This is an optimization exercise on Yosys and OpenROAD, whose aim is small area, a short achievable clock period and few clock cycles per item, not a production implementation.
Function was checked by simulation only, so behaviour that the tests miss may differ from the original.

==> tundra <==
==> flow/design.v (excerpt) <==
module act_requant_pipe #(
   parameter int LANES    = 4,
   parameter int IN_W     = 24,
   parameter int OUT_W    = 8,
   parameter int DQ_SHIFT = 13,
   parameter int RQ_SHIFT = 8,
   parameter int LEN_W    = 16
) (
   input  logic                clk,
   input  logic                rst,
   input  logic                start,
   input  logic [1:0]          cfg_mode,
   input  logic [IN_W-1:0]     cfg_bias,
   input  logic [7:0]          cfg_dq_scale,
   input  logic [7:0]          cfg_rq_scale,
   input  logic [LEN_W-1:0]    cfg_len,
   input  logic                in_valid,
   output logic                in_ready,
   input  logic [LANES*IN_W-1:0] in_data,
   output logic                out_valid,
   input  logic                out_ready,
   output logic [LANES*OUT_W-1:0] out_data,
   output logic                out_last,
   output logic                busy,
   output logic                done,
   output logic [15:0]         sat_cnt
);
   localparam int X_W = IN_W + 1;           
   localparam int P_W = X_W + 8;            
   localparam int D_W = P_W - DQ_SHIFT;     
   localparam int Y_W = 17;                 
   localparam int Q_W = Y_W + 8;            
   logic                   busy_r, done_r, rem_nz;
   logic [LEN_W-1:0]       in_rem;
   logic [1:0]             mode;
   logic [IN_W-1:0]        bias_r;
   logic [12:0]            dq_b, rq_b;      
   logic                   v1, v2, v3, l1, l2, l3, o_v, o_l;
   logic                   en, acc, in_fire, in_last, pop;
   logic [IN_W-1:0]        bias_e;
   logic [LANES*10-1:0]    r_c, o_d;
   logic [LANES-1:0]       o_sat;
  ...
export LEC_CHECK = 0
export CAP_MARGIN = 20
export CORE_MARGIN = 2
export CORE_UTILIZATION = 40
export SETUP_SLACK_MARGIN = 5
export SLEW_MARGIN = 20
create_clock -name core_clock -period 13.0 [get_ports {clk}]
run.sh (not shown) runs the stock make flow with config.mk's settings and CLKGATE_MAP_FILE= SYNTH_SCRIPT=/design/flow/synth_recipe.tcl, a recipe that flattens the netlist after the stock synthesis.
==> inputs of fjord, as changes to tundra <==
--- a/flow/design.v
+++ b/flow/design.v
@@ -30,33 +30,33 @@
    localparam int D_W = P_W - DQ_SHIFT;     
    localparam int Y_W = 17;                 
    localparam int Q_W = Y_W + 8;            
    logic                   busy_r, done_r, rem_nz;
    logic [LEN_W-1:0]       in_rem;
    logic [1:0]             mode;
    logic [IN_W-1:0]        bias_r;
    logic [12:0]            dq_b, rq_b;      
-   logic                   v1, v2, v3, l1, l2, l3, o_v, o_l;
-   logic                   en, acc, in_fire, in_last, pop;
+   logic                   v1, v2, v3, l1, l2, l3, o_v, o_l, s_v, s_l;
+   logic                   en, acc, in_fire, in_last, pop, push;
    logic [IN_W-1:0]        bias_e;
-   logic [LANES*10-1:0]    r_c, o_d;
+   logic [LANES*10-1:0]    r_c, o_d, s_d;
    logic [LANES-1:0]       o_sat;
    function automatic logic [12:0] booth8(input logic [7:0] b);
       logic [9:0] e;
       logic [3:0] one, two, neg;
       e = {1'b0, b, 1'b0};
       for (int i = 0; i < 4; i++) begin
          one[i] = e[2*i+1] ^ e[2*i];
          two[i] = (e[2*i+2] & ~e[2*i+1] & ~e[2*i]) | (~e[2*i+2] & e[2*i+1] & e[2*i]);
          neg[i] = e[2*i+2];
       end
       booth8 = {b[7], neg, two, one};
    endfunction
-   assign en = !o_v || out_ready;
+   assign en = !s_v;
    assign acc = busy_r ? rem_nz : start;
    assign in_ready = en && (!busy_r || rem_nz);
    assign in_fire = in_valid && en && acc;
    assign in_last = busy_r ? in_rem == LEN_W'(1) : cfg_len == LEN_W'(1);
    assign bias_e = busy_r ? bias_r : cfg_bias;
    assign pop = o_v && out_ready;
    assign push = en && v3;
    assign out_valid = o_v;
@@ -2157,41 +2157,54 @@
       end
    end
    always_ff @(posedge clk) begin
       if (en) begin
          l1 <= in_last;
          l2 <= l1;
          l3 <= l2;
       end
-      if (en) begin
+      if (push && !(o_v && !pop)) begin
          o_d <= r_c;
          o_l <= l3;
+      end else if (pop && s_v) begin
+         o_d <= s_d;
+         o_l <= s_l;
+      end
+      if (push && o_v && !pop) begin
+         s_d <= r_c;
+         s_l <= l3;
       end
       if (!busy_r && start) begin
          mode <= cfg_mode;
          bias_r <= cfg_bias;
          dq_b <= booth8(cfg_dq_scale);
          rq_b <= booth8(cfg_rq_scale);
       end
    end
    always_ff @(posedge clk) begin
       if (rst) begin
          busy_r <= 1'b0;
          done_r <= 1'b0;
          rem_nz <= 1'b0;
          in_rem <= '0;
-         {v1, v2, v3, o_v} <= '0;
+         {v1, v2, v3, o_v, s_v} <= '0;
       end else begin
          if (en) begin
             v1 <= in_fire;
             v2 <= v1;
             v3 <= v2;
          end
-         if (en) o_v <= v3;
+         if (push) begin
+            if (o_v && !pop) s_v <= 1'b1;
+            else o_v <= 1'b1;
+         end else if (pop) begin
+            if (s_v) s_v <= 1'b0;
+            else o_v <= 1'b0;
+         end
          done_r <= 1'b0;
          if (done) busy_r <= 1'b0;
          if (!busy_r && start) begin
             busy_r <= 1'b1;
             in_rem <= cfg_len - LEN_W'(in_fire);
             rem_nz <= cfg_len > LEN_W'(in_fire);
             if (cfg_len == '0) done_r <= 1'b1;
          end else if (in_fire) begin
==> flow/config.mk (replaced) <==
export PLATFORM = sky130hd
export DESIGN_NAME = act_requant_pipe
export DESIGN_NICKNAME = act_requant_pipe
export VERILOG_FILES = /design/flow/design.v
export SDC_FILE = /design/flow/constraint.sdc
export NUM_CORES = 4
export LEC_CHECK = 0
export CAP_MARGIN = 20
export CORE_MARGIN = 2
export CORE_UTILIZATION = 60
export SETUP_SLACK_MARGIN = 5
export SLEW_MARGIN = 20
==> inputs of harbor, as changes to tundra <==
--- a/flow/design.v
+++ b/flow/design.v
@@ -30,33 +30,33 @@
    localparam int D_W = P_W - DQ_SHIFT;     
    localparam int Y_W = 17;                 
    localparam int Q_W = Y_W + 8;            
    logic                   busy_r, done_r, rem_nz;
    logic [LEN_W-1:0]       in_rem;
    logic [1:0]             mode;
    logic [IN_W-1:0]        bias_r;
    logic [12:0]            dq_b, rq_b;      
-   logic                   v1, v2, v3, l1, l2, l3, o_v, o_l;
-   logic                   en, acc, in_fire, in_last, pop;
+   logic                   v1, v2, v3, l1, l2, l3, o_v, o_l, s_v, s_l;
+   logic                   en, acc, in_fire, in_last, pop, push;
    logic [IN_W-1:0]        bias_e;
-   logic [LANES*10-1:0]    r_c, o_d;
+   logic [LANES*10-1:0]    r_c, o_d, s_d;
    logic [LANES-1:0]       o_sat;
    function automatic logic [12:0] booth8(input logic [7:0] b);
       logic [9:0] e;
       logic [3:0] one, two, neg;
       e = {1'b0, b, 1'b0};
       for (int i = 0; i < 4; i++) begin
          one[i] = e[2*i+1] ^ e[2*i];
          two[i] = (e[2*i+2] & ~e[2*i+1] & ~e[2*i]) | (~e[2*i+2] & e[2*i+1] & e[2*i]);
          neg[i] = e[2*i+2];
       end
       booth8 = {b[7], neg, two, one};
    endfunction
-   assign en = !o_v || out_ready;
+   assign en = !s_v;
    assign acc = busy_r ? rem_nz : start;
    assign in_ready = en && (!busy_r || rem_nz);
    assign in_fire = in_valid && en && acc;
    assign in_last = busy_r ? in_rem == LEN_W'(1) : cfg_len == LEN_W'(1);
    assign bias_e = busy_r ? bias_r : cfg_bias;
    assign pop = o_v && out_ready;
    assign push = en && v3;
    assign out_valid = o_v;
@@ -2157,41 +2157,54 @@
       end
    end
    always_ff @(posedge clk) begin
       if (en) begin
          l1 <= in_last;
          l2 <= l1;
          l3 <= l2;
       end
-      if (en) begin
+      if (push && !(o_v && !pop)) begin
          o_d <= r_c;
          o_l <= l3;
+      end else if (pop && s_v) begin
+         o_d <= s_d;
+         o_l <= s_l;
+      end
+      if (push && o_v && !pop) begin
+         s_d <= r_c;
+         s_l <= l3;
       end
       if (!busy_r && start) begin
          mode <= cfg_mode;
          bias_r <= cfg_bias;
          dq_b <= booth8(cfg_dq_scale);
          rq_b <= booth8(cfg_rq_scale);
       end
    end
    always_ff @(posedge clk) begin
       if (rst) begin
          busy_r <= 1'b0;
          done_r <= 1'b0;
          rem_nz <= 1'b0;
          in_rem <= '0;
-         {v1, v2, v3, o_v} <= '0;
+         {v1, v2, v3, o_v, s_v} <= '0;
       end else begin
          if (en) begin
             v1 <= in_fire;
             v2 <= v1;
             v3 <= v2;
          end
-         if (en) o_v <= v3;
+         if (push) begin
+            if (o_v && !pop) s_v <= 1'b1;
+            else o_v <= 1'b1;
+         end else if (pop) begin
+            if (s_v) s_v <= 1'b0;
+            else o_v <= 1'b0;
+         end
          done_r <= 1'b0;
          if (done) busy_r <= 1'b0;
          if (!busy_r && start) begin
             busy_r <= 1'b1;
             in_rem <= cfg_len - LEN_W'(in_fire);
             rem_nz <= cfg_len > LEN_W'(in_fire);
             if (cfg_len == '0) done_r <= 1'b1;
          end else if (in_fire) begin
==> flow/config.mk (replaced) <==
export PLATFORM = sky130hd
export DESIGN_NAME = act_requant_pipe
export DESIGN_NICKNAME = act_requant_pipe
export VERILOG_FILES = /design/flow/design.v
export SDC_FILE = /design/flow/constraint.sdc
export NUM_CORES = 4
export LEC_CHECK = 0
export CAP_MARGIN = 20
export CORE_MARGIN = 2
export CORE_UTILIZATION = 40
export SLEW_MARGIN = 20
==> impl_metrics.tcl <==
set metrics [dict create \
    relSlewSlack_pct 27.5 \
    worstHoldStart "l2" \
    worst_slack_ps 5200 \
    layout.nonclk_buf_share_pct 4.62 \
    holdWs_ps 432 \
    timing.rr.end "g_lane[1].s3_y[10]" \
    numCtsBuffers 55 \
    wl_met1_um 79900 \
    outcome "complete, no violations" \
    worstRegToRegCells 35 \
]
Source of the figures above: fjord

==> impl_metrics.tcl <==
set metrics [dict create \
    worstHoldStart "l2" \
    detailedRoute.firstIterationViolations 4307 \
    worst_slack_ps 4070 \
    period_needed_ps 8930 \
    final_common_cell "inv_1" \
    timing.rr.end "g_lane[3].s3_y[12]" \
    outcome "complete, no violations" \
    relSlewSlack_pct 25.5 \
    yosysMostFrequentCell "inv_1" \
    wl_met1_um 85000 \
    worstRegToRegCells 28 \
    layout.nonclk_buf_share_pct 3.38 \
]
Source of the figures above: harbor

==> impl_metrics.tcl <==
set metrics [dict create \
    outcome "complete, no violations" \
    relSlewSlack_pct 26.1 \
    layout.nonclk_buf_share_pct 5.02 \
    worstHoldStart "l3" \
    worst_slack_ps 5200 \
    cts_tree "done" \
    cp_num_cells 30 \
    synth_warnings 2 \
    holdWs_ps 426 \
    rsz0062_at_grt "yes" \
    worstRegToRegCells 30 \
    routed-wl-met2_um 81700 \
    wl_met1_um 82300 \
    timing.rr.end "g_lane[0].s3_y[15]" \
]
Source of the figures above: tundra

Testbench counts of tundra, summed over its fixed seeds: cycles 14,117, beats 13,349.
Testbench counts of fjord, summed over its fixed seeds: cycles 14,117, beats 13,349.
Testbench counts of harbor, summed over its fixed seeds: cycles 14,117, beats 13,349.

-- what the ideal ports hide --
In the flow no input, the clock included, has a driving cell. The finished layouts below were timed again as built, in two steps. Step 1 (the two cells are an assumption about what drives the block):
set clk [get_ports {clk}]
set_driving_cell -lib_cell sky130_fd_sc_hd__clkbuf_16 $clk
set_driving_cell -lib_cell sky130_fd_sc_hd__buf_2 [delete_from_list [all_inputs] $clk]
Step 2 moves the port delays by t, midway between the first and last clock arrival at a register: inputs arrive t later, outputs are due t later. That takes back most of the time a late clock gives input paths. Slacks: ideal ports / drivers / drivers and shift; pairs: ideal ports / drivers.
run	shift t [ns]	setup slack, ns	worst hold slack (ns)
tundra	0.723	5.197 / 5.190 / 5.197	0.426 / 0.426 / 0.426
fjord	0.750	5.205 / 5.124 / 5.268	0.432 / 0.432 / 0.432
harbor	0.730	4.071 / 4.071 / 4.071	0.440 / 0.440 / 0.440
After both steps setup and hold are still met in every run listed.
